What follows belongs to an exercise in optimizing a design on an open flow for small area, a short achievable clock period and few clock cycles; a production flow would make more cautious choices. In this exercise RTL edits were held to simulation tests only and were not proved equivalent to the original. No activity file was given, so power comes from the tool's default toggle rates.

==> flow/design.v <==
package mdu_pkg;
  typedef enum logic [2:0] {
    OP_MUL    = 3'b000,
    OP_MULH   = 3'b001,
    OP_MULHSU = 3'b010,
    OP_MULHU  = 3'b011,
    OP_DIV    = 3'b100,
    OP_DIVU   = 3'b101,
    OP_REM    = 3'b110,
    OP_REMU   = 3'b111
  } funct3_e;
endpackage
module mdu_divider (
  input  logic [31:0] value,
  output logic [5:0]  lz
);
  logic [15:0] z1;  logic [15:0][0:0] c1;
  logic [7:0]  z2;  logic [7:0][1:0]  c2;
  logic [3:0]  z3;  logic [3:0][2:0]  c3;
  logic [1:0]  z4;  logic [1:0][3:0]  c4;
  logic        z5;  logic [4:0]       c5;
  always_comb begin
    for (int i = 0; i < 16; i++) begin
      z1[i] = ~(value[2*i+1] | value[2*i]);
      c1[i] = ~value[2*i+1];
    end
    for (int i = 0; i < 8; i++) begin
      z2[i] = z1[2*i+1] & z1[2*i];
      c2[i] = z1[2*i+1] ? {1'b1, c1[2*i]} : {1'b0, c1[2*i+1]};
    end
    for (int i = 0; i < 4; i++) begin
      z3[i] = z2[2*i+1] & z2[2*i];
      c3[i] = z2[2*i+1] ? {1'b1, c2[2*i]} : {1'b0, c2[2*i+1]};
    end
    for (int i = 0; i < 2; i++) begin
      z4[i] = z3[2*i+1] & z3[2*i];
      c4[i] = z3[2*i+1] ? {1'b1, c3[2*i]} : {1'b0, c3[2*i+1]};
    end
    z5 = z4[1] & z4[0];
    c5 = z4[1] ? {1'b1, c4[0]} : {1'b0, c4[1]};
    lz = z5 ? 6'd32 : {1'b0, c5};
  end
endmodule
module mul_div_unit (
  input  logic        clk,
  input  logic        rst,
  input  logic        start,
  input  logic [2:0]  funct3,
  input  logic [31:0] operand_a,
  input  logic [31:0] operand_b,
  input  logic [4:0]  rd_in,
  input  logic        flush,
  output logic        busy,
  output logic        done,
  output logic [31:0] result,
  output logic [4:0]  rd_out
);
  logic s_dn, s_ds, s_fx, s_ms, s_ma;     
  logic s_dn_n, s_ds_n, s_fx_n, s_ms_n, s_ma_n;
  logic done_n;
  logic [2:0]  op_q;
  logic [4:0]  rd_q;
  logic [32:0] r_q, r_n;      
  logic [31:0] q_q, q_n;      
  logic [32:0] x_q, x_n;      
  logic        pb_q, pb_n;    
  logic [4:0]  cnt_q, cnt_n;
  logic        sa_q, sa_n;    
  logic        ds_q, ds_n;    
  logic        qz_q, qz_n;    
  logic        bz_q, bz_n;    
  logic        d1_q, d1_n;    
  logic        c0_q, c0_n;    
  logic        z0_q, t0_q, n0_q, z1_q, t1_q, n1_q, ci_q;
  logic        z0_n, t0_n, n0_n, z1_n, t1_n, n1_n, ci_n;
  logic idle, accept;
  assign busy   = s_dn | s_ds | s_fx | s_ms | s_ma;
  assign idle   = ~busy;
  assign accept = start & ~flush & idle;
  logic sgn_a_in, sgn_b_in;
  assign sgn_a_in = funct3[2] ? ~funct3[0] : ~(funct3[1] & funct3[0]);
  assign sgn_b_in = funct3[2] ? ~funct3[0] : ~funct3[1];
  logic [36:0] add_a, add_b, add_c, cs_s, cs_c, add_t;
  logic [35:0] cs_maj;
  always_comb begin
    add_a = {{4{r_q[32]}}, r_q};
    add_b = (z0_q ? 37'd0 : (t0_q ? {{3{x_q[32]}}, x_q, 1'b0} : {{4{x_q[32]}}, x_q}))
            ^ {37{n0_q}};
    add_c = {(z1_q ? 35'd0 : (t1_q ? {x_q[32], x_q, 1'b0} : {{2{x_q[32]}}, x_q})) ^ {35{n1_q}},
             n1_q, n1_q};
    cs_s   = add_a ^ add_b ^ add_c;
    cs_maj = (add_a[35:0] & add_b[35:0]) | (add_a[35:0] & add_c[35:0]) |
             (add_b[35:0] & add_c[35:0]);
    cs_c   = {cs_maj, n0_q};
    add_t  = cs_s + cs_c + {36'd0, ci_q};
  end
  logic dacc;
  assign dacc = add_t[36] ^ ~sa_q;
  logic [5:0] lza, lzb;
  logic [4:0] lza_c, lzb_c;
  logic       in_sa, in_sb, in_bz, in_quick;
  logic [5:0] in_d;
  logic [4:0] dn_d;
  assign in_sa = sgn_a_in & operand_a[31];
  assign in_sb = sgn_b_in & operand_b[31];
  mdu_divider u_lza (.value(operand_a ^ {32{in_sa}}), .lz(lza));
  mdu_divider u_lzb (.value(operand_b ^ {32{in_sb}}), .lz(lzb));
  assign lza_c    = lza[5] ? 5'd31 : lza[4:0];
  assign lzb_c    = lzb[5] ? 5'd31 : lzb[4:0];
  assign in_bz    = (operand_b == 32'd0);
  assign in_d     = {1'b0, lzb_c} - {1'b0, lza_c} + {5'd0, in_sa};
  assign in_quick = in_bz | in_d[5];
  assign dn_d     = cnt_q;
  logic skip8;
  assign skip8 = (cnt_q[3:1] != 3'b000) &
                 ((&{q_q[7:0], pb_q}) | ~(|{q_q[7:0], pb_q}));
  logic last_ms, ds_last, rem_fix;
  logic [4:0] cnt_ms;
  assign cnt_ms  = cnt_q - (skip8 ? 5'd2 : 5'd1);
  assign last_ms = (cnt_ms == 5'd0);
  assign ds_last = (cnt_q == 5'd0);
  assign rem_fix = op_q[1] & (~dacc | sa_q);
  always_comb begin
    s_dn_n = 1'b0;
    s_ds_n = 1'b0;
    s_fx_n = 1'b0;
    s_ms_n = 1'b0;
    s_ma_n = 1'b0;
    done_n = 1'b0;
    sa_n   = sa_q;
    ds_n   = ds_q;
    bz_n   = in_bz;
    qz_n   = 1'b0;
    d1_n   = s_dn;
    c0_n   = dacc;
    pb_n   = skip8 ? q_q[7] : q_q[3];
    if (idle)                 x_n = {sgn_b_in & operand_b[31], operand_b};
    else if (s_ds & ~ds_last) x_n = {x_q[32], x_q[32:1]};
    else                      x_n = x_q << (s_dn ? dn_d : 5'd0);
    if (idle)      r_n = funct3[2] ? {sgn_a_in & operand_a[31], operand_a} : 33'd0;
    else if (s_ms) r_n = skip8 ? {{8{r_q[32]}}, r_q[32:8]} : add_t[36:4];
    else           r_n = add_t[32:0];
    if (idle)      q_n = operand_a;
    else if (s_ds) q_n = {(d1_q ? {31{~ds_q & c0_q}} : q_q[30:0]), dacc ^ ~ds_q};
    else           q_n = skip8 ? {r_q[7:0], q_q[31:8]} : {add_t[3:0], q_q[31:4]};
    if (idle)      cnt_n = funct3[2] ? in_d[4:0] : 5'd8;
    else if (s_ds) cnt_n = cnt_q - 5'd1;
    else if (s_dn) cnt_n = cnt_q;
    else           cnt_n = cnt_ms;
    if (idle) begin
      pb_n   = 1'b0;
      sa_n   = in_sa;
      ds_n   = in_sa == in_sb;
      qz_n   = funct3[2] & in_quick;
      s_dn_n = accept & funct3[2] & ~in_quick;
      s_ms_n = accept & ~funct3[2];
      done_n = accept & funct3[2] & in_quick;
    end
    if (s_dn) s_ds_n = 1'b1;
    if (s_ds) begin
      if (!ds_last)     s_ds_n = 1'b1;
      else if (rem_fix) s_fx_n = 1'b1;
      else              done_n = 1'b1;
    end
    if (s_fx) done_n = 1'b1;
    if (s_ms) begin
      if (!last_ms)                                s_ms_n = 1'b1;
      else if ((op_q == mdu_pkg::OP_MULHU) & pb_n) s_ma_n = 1'b1;
      else                                         done_n = 1'b1;
    end
    if (s_ma) done_n = 1'b1;
  end
  logic [3:0] nl;
  logic       npb, ms_next;
  assign ms_next = s_ms_n & ~flush;
  always_comb begin
    if (idle) begin
      nl  = operand_a[3:0];
      npb = 1'b0;
    end else if (skip8) begin
      nl  = q_q[11:8];
      npb = q_q[7];
    end else begin
      nl  = q_q[7:4];
      npb = q_q[3];
    end
    if (ms_next) begin
      z0_n = (nl[1] == nl[0]) & (nl[0] == npb);
      t0_n = (nl[1] & ~nl[0] & ~npb) | (~nl[1] & nl[0] & npb);
      n0_n = nl[1] & ~(nl[0] & npb);
      z1_n = (nl[3] == nl[2]) & (nl[2] == nl[1]);
      t1_n = (nl[3] & ~nl[2] & ~nl[1]) | (~nl[3] & nl[2] & nl[1]);
      n1_n = nl[3] & ~(nl[2] & nl[1]);
      ci_n = nl[3] & ~(nl[2] & nl[1]);
    end else if (idle) begin
      z0_n = in_sa == in_sb;
      t0_n = 1'b0;
      n0_n = 1'b0;
      z1_n = 1'b1;
      t1_n = 1'b0;
      n1_n = in_sa;
      ci_n = 1'b0;
    end else if (s_dn) begin
      z0_n = 1'b0;
      t0_n = 1'b0;
      n0_n = dacc ? ds_q : ~ds_q;
      z1_n = 1'b1;
      t1_n = 1'b0;
      n1_n = 1'b0;
      ci_n = 1'b0;
    end else if (s_ds & ds_last) begin
      z0_n = dacc;
      t0_n = 1'b0;
      n0_n = ~ds_q;
      z1_n = 1'b1;
      t1_n = 1'b0;
      n1_n = 1'b0;
      ci_n = sa_q;
    end else begin
      z0_n = 1'b0;
      t0_n = 1'b0;
      n0_n = s_ds & (dacc ? ds_q : ~ds_q);
      z1_n = 1'b1;
      t1_n = 1'b0;
      n1_n = 1'b0;
      ci_n = 1'b0;
    end
  end
  always_ff @(posedge clk or posedge rst) begin
    if (rst) begin
      s_dn <= 1'b0;
      s_ds <= 1'b0;
      s_fx <= 1'b0;
      s_ms <= 1'b0;
      s_ma <= 1'b0;
      done <= 1'b0;
    end else begin
      s_dn <= s_dn_n & ~flush;
      s_ds <= s_ds_n & ~flush;
      s_fx <= s_fx_n & ~flush;
      s_ms <= s_ms_n & ~flush;
      s_ma <= s_ma_n & ~flush;
      done <= done_n & ~flush;
    end
  end
  always_ff @(posedge clk) begin
    if (idle) begin
      op_q <= funct3;
      rd_q <= rd_in;
    end
    r_q   <= r_n;
    q_q   <= q_n;
    x_q   <= x_n;
    pb_q  <= pb_n;
    cnt_q <= cnt_n;
    sa_q  <= sa_n;
    ds_q  <= ds_n;
    qz_q  <= qz_n;
    bz_q  <= bz_n;
    d1_q  <= d1_n;
    c0_q  <= c0_n;
    z0_q  <= z0_n;
    t0_q  <= t0_n;
    n0_q  <= n0_n;
    z1_q  <= z1_n;
    t1_q  <= t1_n;
    n1_q  <= n1_n;
    ci_q  <= ci_n;
  end
  logic selr;
  assign selr   = op_q[2] ? op_q[1] : (op_q[1] | op_q[0]);
  assign result = selr ? r_q[31:0] : (qz_q ? {32{bz_q}} : q_q);
  assign rd_out = rd_q;
endmodule
Settings: LEC_CHECK=0, CAP_MARGIN=20, CORE_MARGIN=2, CORE_UTILIZATION=40, SETUP_SLACK_MARGIN=5, SLEW_MARGIN=20; clock period 10.0 ns.
run.sh (not shown) runs the stock make flow with config.mk's settings and CLKGATE_MAP_FILE= SYNTH_SCRIPT=/design/flow/synth_recipe.tcl, a recipe that flattens the netlist after the stock synthesis.
Testbench counts at the start, summed over its fixed seeds: cycles 58,549.
Next try:
--- a/flow/design.v
+++ b/flow/design.v
@@ -120,5 +120,5 @@
   assign last_ms = (cnt_ms == 5'd0);
   assign ds_last = (cnt_q == 5'd0);
-  assign rem_fix = op_q[1] & (~dacc | sa_q);
+  assign rem_fix = op_q[1];
   always_comb begin
     s_dn_n = 1'b0;
Non-clock buffer count does not change.
Combinational power decreases by 6.1%.
Core utilization decreases by 0.48 points.
Global-route usage rose by 0.35 points.
Routed wire length decreases by 1.6%.
Worst setup slack loses 41 ps.
Via count shrinks by 0.61%.
Testbench counts after the change, summed over its fixed seeds: cycles 58,927.

==> port drivers added, routing unchanged <==
In the flow no input, the clock included, has a driving cell. The finished layouts below were timed again as built, in two steps. Step 1: set_driving_cell puts a clkbuf_16 on clk and a buf_2 on each other input, an assumption about the parent block. Step 2 times the ports against the registers' clock, not the clock port: input delays grow and output delays shrink by t, the midpoint of the rising clock arrivals with the driver on. a / b / c = ideal ports / drivers / drivers and shift; a / b = the first two.
| run | t (ns) | slack for setup (ns) | hold slack, ns |
|---|---|---|---|
| the first run | 0.514 | 5.068 / 5.068 / 4.574 | 0.605 / 0.605 / 0.605 |
| the second run | 0.494 | 5.027 / 5.033 / 4.539 | 0.539 / 0.539 / 0.539 |
After both steps every run listed still meets setup and hold. The setup slack of the first run, which loses most, moves by 0.000 ns with the drivers and by -0.494 ns with both steps.
